Source: an optimization exercise on an open RTL-to-GDS flow (aim: small area, a short achievable clock period and few clock cycles). Production flows keep margins and buffers that such runs may drop.
RTL that was checked went through simulation tests only; none was proved equivalent to the original.
No activity file was given, so power comes from the tool's default toggle rates.

Setup of run 3:
==> flow/design.v (excerpt) <==
module nmea_gga_position_parser (
  input  logic        clk_i,
  input  logic        rst_ni,
  input  logic        in_valid_i,
  output logic        in_stall_o,
  input  logic [7:0]  rx_byte_i,
  output logic        out_valid_o,
  input  logic        out_stall_i,
  output logic [29:0] lat_e7_o,
  output logic [30:0] lon_e7_o,
  output logic        lat_ok_o,
  output logic        lon_ok_o,
  input  logic        cfg_valid_i,
  output logic        cfg_ready_o,
  input  logic [7:0]  cfg_field_separator_i
);
Size in the first run: roughly 1200 cells after synthesis, ~130 flip-flops, ~87 I/O pins, ~8300 um2 of cells after synthesis.
clock: 7.5 ns
lec_check: 0
abc_area: 1
cap_margin: 20
core_margin: 2
core_utilization: 55
setup_slack_margin: 4.5
slew_margin: 20
standard.sh (not shown) runs the stock make flow with config.mk's settings and CLKGATE_MAP_FILE= SYNTH_SCRIPT=/design/flow/synth_recipe.tcl, a recipe that flattens the netlist after the stock synthesis.
==> flow/flow/run.sh <==
#!/bin/bash
# Standard layout, but the port buffers are buf_2 cells instead of the
# default pick, which is a slow delay buffer.
set -euo pipefail
export BUFFER_PORTS_ARGS="-buffer_cell sky130_fd_sc_hd__buf_2"
bash standard.sh > standard.log 2>&1
Run 3 | stages: all done | timing, DRC, antenna: all pass
Testbench counts of run 3, summed over its fixed seeds: cycles 28,425.
What run 2 does differently from run 3 at the input level:
--- a/flow/design.v
+++ b/flow/design.v
@@ -203,25 +203,26 @@
   assign ok_close = dig_q && pt_q && !bad_q;
   assign match    = hdr_q && (pos_q >= 3'd6);
   assign emit_now = ev_nl && match;
   logic [30:0] hsum;
   logic [7:0]  pinc;
   logic        int_dig, frac_dig, pt_step, big_det, close_step, hwr, lat_last;
   assign hsum = {lon_q[27:0], ix_q} + {lon_q[29:0], iy_q} + 31'(iz_q);
   assign pinc = lon_q[7:0] + 8'(t_q >= 4'd6);
   assign int_dig    = ev_fc && is_dig && !pt_q && !big_q;
   assign frac_dig   = ev_fc && is_dig && pt_q && !big_q && (n_q <= 3'd4);
   assign pt_step    = ev_fc && is_pt && !pt_q && !big_q;
-  assign big_det    = (int_dig && (ftgt ? (lon_q[7:0] >= 8'd18) : (lon_q[7:0] >= 8'd9))) ||
-                      (pt_step && (t_q >= 4'd6) &&
-                       (ftgt ? (lon_q[7:0] == 8'd179) : (lon_q[7:0] == 8'd89)));
+  assign big_det    = !pad_q &&
+                      ((int_dig && (ftgt ? (lon_q[7:0] >= 8'd18) : (lon_q[7:0] >= 8'd9))) ||
+                       (pt_step && (t_q >= 4'd6) &&
+                        (ftgt ? (lon_q[7:0] == 8'd179) : (lon_q[7:0] == 8'd89))));
   assign close_step = ev_close && ok_close && !big_q;
   assign hwr        = (int_dig && !big_det) || frac_dig || close_step || pad_q;
   assign lat_last   = pad_q && (n_q == 3'd6) && !ptgt_q;
   logic go;
   logic [7:0] hdr_ch;
   always_comb begin
     case (pos_q)
       3'd1:    hdr_ch = 8'h47;   
       3'd2:    hdr_ch = 8'h50;   
       3'd3:    hdr_ch = 8'h47;   
       3'd4:    hdr_ch = 8'h47;   
@@ -368,23 +369,23 @@
       inj_d = x_pt;
     end else begin
       inj_d = {ix_q, iy_q, iz_q};
     end
   end
   assign go     = (emit_now || emit_q) && !pad_q && !close_step;
   assign ov_d   = (ov_q && out_stall_i) || go;
   assign emit_d = (emit_now || emit_q) && !go;
   logic next_sep;
   assign next_sep = take && (rx_byte_i == sep_q) && (rx_byte_i != CHAR_SPACE);
   assign stall_d  = ((ov_d || emit_d) && (pos_d != 3'd0)) ||
-                    (pad_d && (n_d <= 3'd5) && ((fld_d == 3'd3) || ((fld_d == 3'd2) && next_sep)));
+                    (pad_d && (n_d <= 3'd4) && ((fld_d == 3'd3) || ((fld_d == 3'd2) && next_sep)));
   always_ff @(posedge clk_i or negedge rst_ni) begin
     if (!rst_ni) begin
       stall_q <= 1'b0;
       pos_q   <= '0;
       body_q  <= 1'b0;
       col2_q  <= 1'b0;
       hdr_q   <= 1'b1;
       fld_q   <= '0;
       pad_q   <= 1'b0;
       emit_q  <= 1'b0;
       ov_q    <= 1'b0;
==> results.txt <==
- Measured against each other, run 3 and run 2 differ in met3 layer wire length in the routed design, the lower figure coming from run 2.
- Run 2 against run 3; power is up slightly.
- The cell area after layout of run 2 was inferior to that of run 3.
- Post-synthesis instance total (run 3 / run 2): 0.942
- Lower multi-input gate area in the final layout goes to run 3 over run 2.
- Every run (run 3 and run 2) finished clean.
- Run 2 vs. run 3: clock sink count flat; final standard cell utilization of the core fell by 0.34 points; distinct cell type count after synthesis has decreased.
The RTL of run 2 was laid out without a check of its function.


== run A ==
Another version of the RTL of nmea_gga_position_parser (not shown whole).
Size: about 860 cells after synthesis, ~120 flip-flops, about 87 I/O pins.
## nmea_gga_position_parser
module nmea_gga_position_parser (
  input  logic        clk_i,
  input  logic        rst_ni,
  input  logic        in_valid_i,
  output logic        in_stall_o,
  input  logic [7:0]  rx_byte_i,
  output logic        out_valid_o,
  input  logic        out_stall_i,
  output logic [29:0] lat_e7_o,
  output logic [30:0] lon_e7_o,
  output logic        lat_ok_o,
  output logic        lon_ok_o,
  input  logic        cfg_valid_i,
  output logic        cfg_ready_o,
  input  logic [7:0]  cfg_field_separator_i
);
export LEC_CHECK = 0
export CAP_MARGIN = 20
export CORE_MARGIN = 2
export CORE_UTILIZATION = 40
export SETUP_SLACK_MARGIN = 3
export SLEW_MARGIN = 20
create_clock -name core_clock -period 7.5 [get_ports {clk_i}]
Scripts as last shown in full above: flow/flow/run.sh
Inputs modified between run A and run X:
--- a/flow/design.v
+++ b/flow/design.v
@@ -78,18 +78,17 @@
   logic        pt_q, pt_d;
   logic        dig_q, dig_d;
   logic        bad_q, bad_d;
   logic [3:0]  t_q, t_d;
   logic [3:0]  u_q, u_d;
   logic [2:0]  n_q, n_d;          
   logic [1:0]  r_q, r_d;
   logic        big_q, big_d;
-  logic [4:0]  eq_q, eq_d;
-  logic [4:0]  ea_q, ea_d;        
+  logic [4:0]  eq_q, eq_d;        
   logic        pad_q, pad_d;
   logic        ptgt_q, ptgt_d;
   logic [29:0] lat_q, lat_d;
   logic [30:0] lon_q, lon_d;
   logic        latok_q, latok_d;
   logic        lonok_q, lonok_d;
   logic        emit_q, emit_d;
   logic        ov_q, ov_d;
@@ -138,17 +137,17 @@
   logic [30:0] vsel;
   logic [5:0]  qs;
   logic [4:0]  e;
   logic [30:0] hsum;
   logic        int_dig, frac_dig, pt_step, big_det, close_step, hwr;
   assign vsel = lon_q;
   assign qmode = pt_q || pad_q || !byte_q[4];
   assign qs    = qstep(r_q, t_q);
-  assign e     = !byte_q[4] ? eq_q : ea_q;
+  assign e     = qmode ? eq_q : {1'b0, t_q};
   logic [30:0] ca, cb, cc, cs, ck;
   assign ca = {vsel[27:0], 3'b000};
   assign cb = {vsel[29:0], 1'b0};
   assign cc = 31'(e);
   assign cs = ca ^ cb ^ cc;
   assign ck = (ca & cb) | (ca & cc) | (cb & cc);
   assign hsum = cs + {ck[29:0], 1'b0};
   assign int_dig    = ev_fc && is_dig && !pt_q && !big_q;
@@ -159,17 +158,16 @@
   assign close_step = ev_close && ok_close && !big_q;
   assign hwr        = ((int_dig || pt_step) && !big_det) || frac_dig || close_step || pad_q;
   logic lat_last;
   assign lat_last   = (n_q == 3'd6) && ((close_step && !ftgt) || (pad_q && !ptgt_q));
   logic go;
   logic [5:0] qs_d;
   assign qs_d = qstep(r_d, t_d);
   assign eq_d = 5'(t_d) + 5'(qs_d[5:2]);
-  assign ea_d = (pt_d || pad_d) ? eq_d : {1'b0, t_d};
   always_comb begin
     pos_d   = pos_q;
     hdr_d   = hdr_q;
     fld_d   = fld_q;
     pt_d    = pt_q;
     dig_d   = dig_q;
     bad_d   = bad_q;
     t_d     = t_q;
@@ -306,17 +304,16 @@
     dig_q   <= dig_d;
     bad_q   <= bad_d;
     t_q     <= t_d;
     u_q     <= u_d;
     n_q     <= n_d;
     r_q     <= r_d;
     big_q   <= big_d;
     eq_q    <= eq_d;
-    ea_q    <= ea_d;
     ptgt_q  <= ptgt_d;
     lat_q   <= lat_d;
     lon_q   <= lon_d;
     latok_q <= latok_d;
     lonok_q <= lonok_d;
   end
   assign in_stall_o  = stall_q;
   assign out_valid_o = ov_q;
## What came out
Compared run X vs run A, and highest cell delay on the worst timing path is down in run X. Total power of run X is lower than that of run A. Run X vs run A on area growth from synthesis to final layout: run X is the higher one. In the final reports, the cell area of run X is smaller than that of run A. When run X is set beside run A, its final-layout clock buffer total turns out to be 5 smaller. Run X: path depth of the worst reg2reg path is 3 lower than what run A reported. Run X reports a lower number of buffers and inverters on the critical path than run A does. Run comparison: run X slowest cell on the critical path dfrtp_2; run A slowest cell on the critical path dfxtp_1.
No functional check of the RTL was part of any run of this note.


nmea_gga_position_parser, a different RTL version from the one above (not shown whole).
Size in the first run: roughly 1200 cells after synthesis, about 130 flip-flops, about 87 I/O pins, roughly 8500 um^2 of cells after synthesis.
export LEC_CHECK = 0
export ABC_AREA = 1
export CAP_MARGIN = 20
export CORE_MARGIN = 2
export CORE_UTILIZATION = 55
export SETUP_SLACK_MARGIN = 5
export SLEW_MARGIN = 20
create_clock -name core_clock -period 7.5 [get_ports {clk_i}]
Scripts as last shown in full above: flow/flow/run.sh
Edit:
--- a/flow/design.v
+++ b/flow/design.v
@@ -210,18 +210,17 @@
   logic [7:0]  pinc;
   logic        int_dig, frac_dig, pt_step, big_det, close_step, hwr, lat_last;
   assign hsum = {lon_q[27:0], ix_q} + {lon_q[29:0], iy_q} + 31'(iz_q);
   assign pinc = lon_q[7:0] + 8'(t_q >= 4'd6);
   assign int_dig    = ev_fc && is_dig && !pt_q && !big_q;
   assign frac_dig   = ev_fc && is_dig && pt_q && !big_q && (n_q <= 3'd4);
   assign pt_step    = ev_fc && is_pt && !pt_q && !big_q;
-  assign big_det    = !pad_q &&
-                      ((int_dig && (ftgt ? (lon_q[7:0] >= 8'd18) : (lon_q[7:0] >= 8'd9))) ||
-                       (pt_step && (t_q >= 4'd6) &&
-                        (ftgt ? (lon_q[7:0] == 8'd179) : (lon_q[7:0] == 8'd89))));
+  assign big_det    = (int_dig && (ftgt ? (lon_q[7:0] >= 8'd18) : (lon_q[7:0] >= 8'd9))) ||
+                      (pt_step && (t_q >= 4'd6) &&
+                       (ftgt ? (lon_q[7:0] == 8'd179) : (lon_q[7:0] == 8'd89)));
   assign close_step = ev_close && ok_close && !big_q;
   assign hwr        = (int_dig && !big_det) || frac_dig || close_step || pad_q;
   assign lat_last   = pad_q && (n_q == 3'd6) && !ptgt_q;
   logic go;
   logic hdr_ch;
   always_comb begin
     case (pos_q)
@@ -373,15 +372,15 @@
   end
   assign go     = (emit_now || emit_q) && !pad_q && !close_step;
   assign ov_d   = (ov_q && out_stall_i) || go;
   assign emit_d = (emit_now || emit_q) && !go;
   logic next_sep;
   assign next_sep = take && (rx_byte_i == sep_q) && (rx_byte_i != CHAR_SPACE);
   assign stall_d  = ((ov_d || emit_d) && (pos_d != 3'd0)) ||
-                    (pad_d && (n_d <= 3'd4) && ((fld_d == 3'd3) || ((fld_d == 3'd2) && next_sep)));
+                    (pad_d && (n_d <= 3'd5) && ((fld_d == 3'd3) || ((fld_d == 3'd2) && next_sep)));
   always_ff @(posedge clk_i or negedge rst_ni) begin
     if (!rst_ni) begin
       stall_q <= 1'b0;
       pos_q   <= '0;
       body_q  <= 1'b0;
       col2_q  <= 1'b0;
       hdr_q   <= 1'b1;
Via count shrinks by 2.2%. Total power grows by 8.4%. Worst hold slack stays flat. Maximum frequency is about the same. Count of clock-buffer cells in the layout goes down by 2. Worst setup slack barely changes. Routed wire length went down by 2.1%. Final area decreases by 2.2%. Area after synthesis came out lower by 0.89%.
No functional check of the RTL was part of any run of this note.

## what the ideal ports hide
No port has a modelled driver above. Below, the same layouts with a new extraction and two added sets of constraints. Step 1, drivers: a clkbuf_16 drives clk_i and a buf_2 each remaining input, both assumed. Step 2 also shifts input and output timing later by t, the mid clock arrival at the registers, as if the neighbouring blocks saw the same clock. Slacks: ideal / step 1 / step 2; pairs: ideal / step 1.
run | shift t [ns] | setup slack, ns | worst setup path at the end | cell pins on the clock port's net
run 3 | 0.464 | 4.770 / 4.755 / 4.745 | input to register | 1
run 2 | 0.467 | 4.691 / 4.691 / 4.620 | input to register | 1
run A | 0.466 | 3.162 / 3.162 / 3.162 | register to register | 1
run X | 0.465 | 3.210 / 3.210 / 3.210 | register to register | 1
the first run of note 3 | 0.457 | 5.025 / 4.982 / 4.716 | input to register | 1
the second run of note 3 | 0.467 | 5.026 / 4.982 / 4.665 | input to register | 1
After both steps setup and hold are still met in every run listed. For the second run of note 3, which loses most, drivers alone change the setup slack by -0.044 ns; drivers and shift together by -0.361 ns.
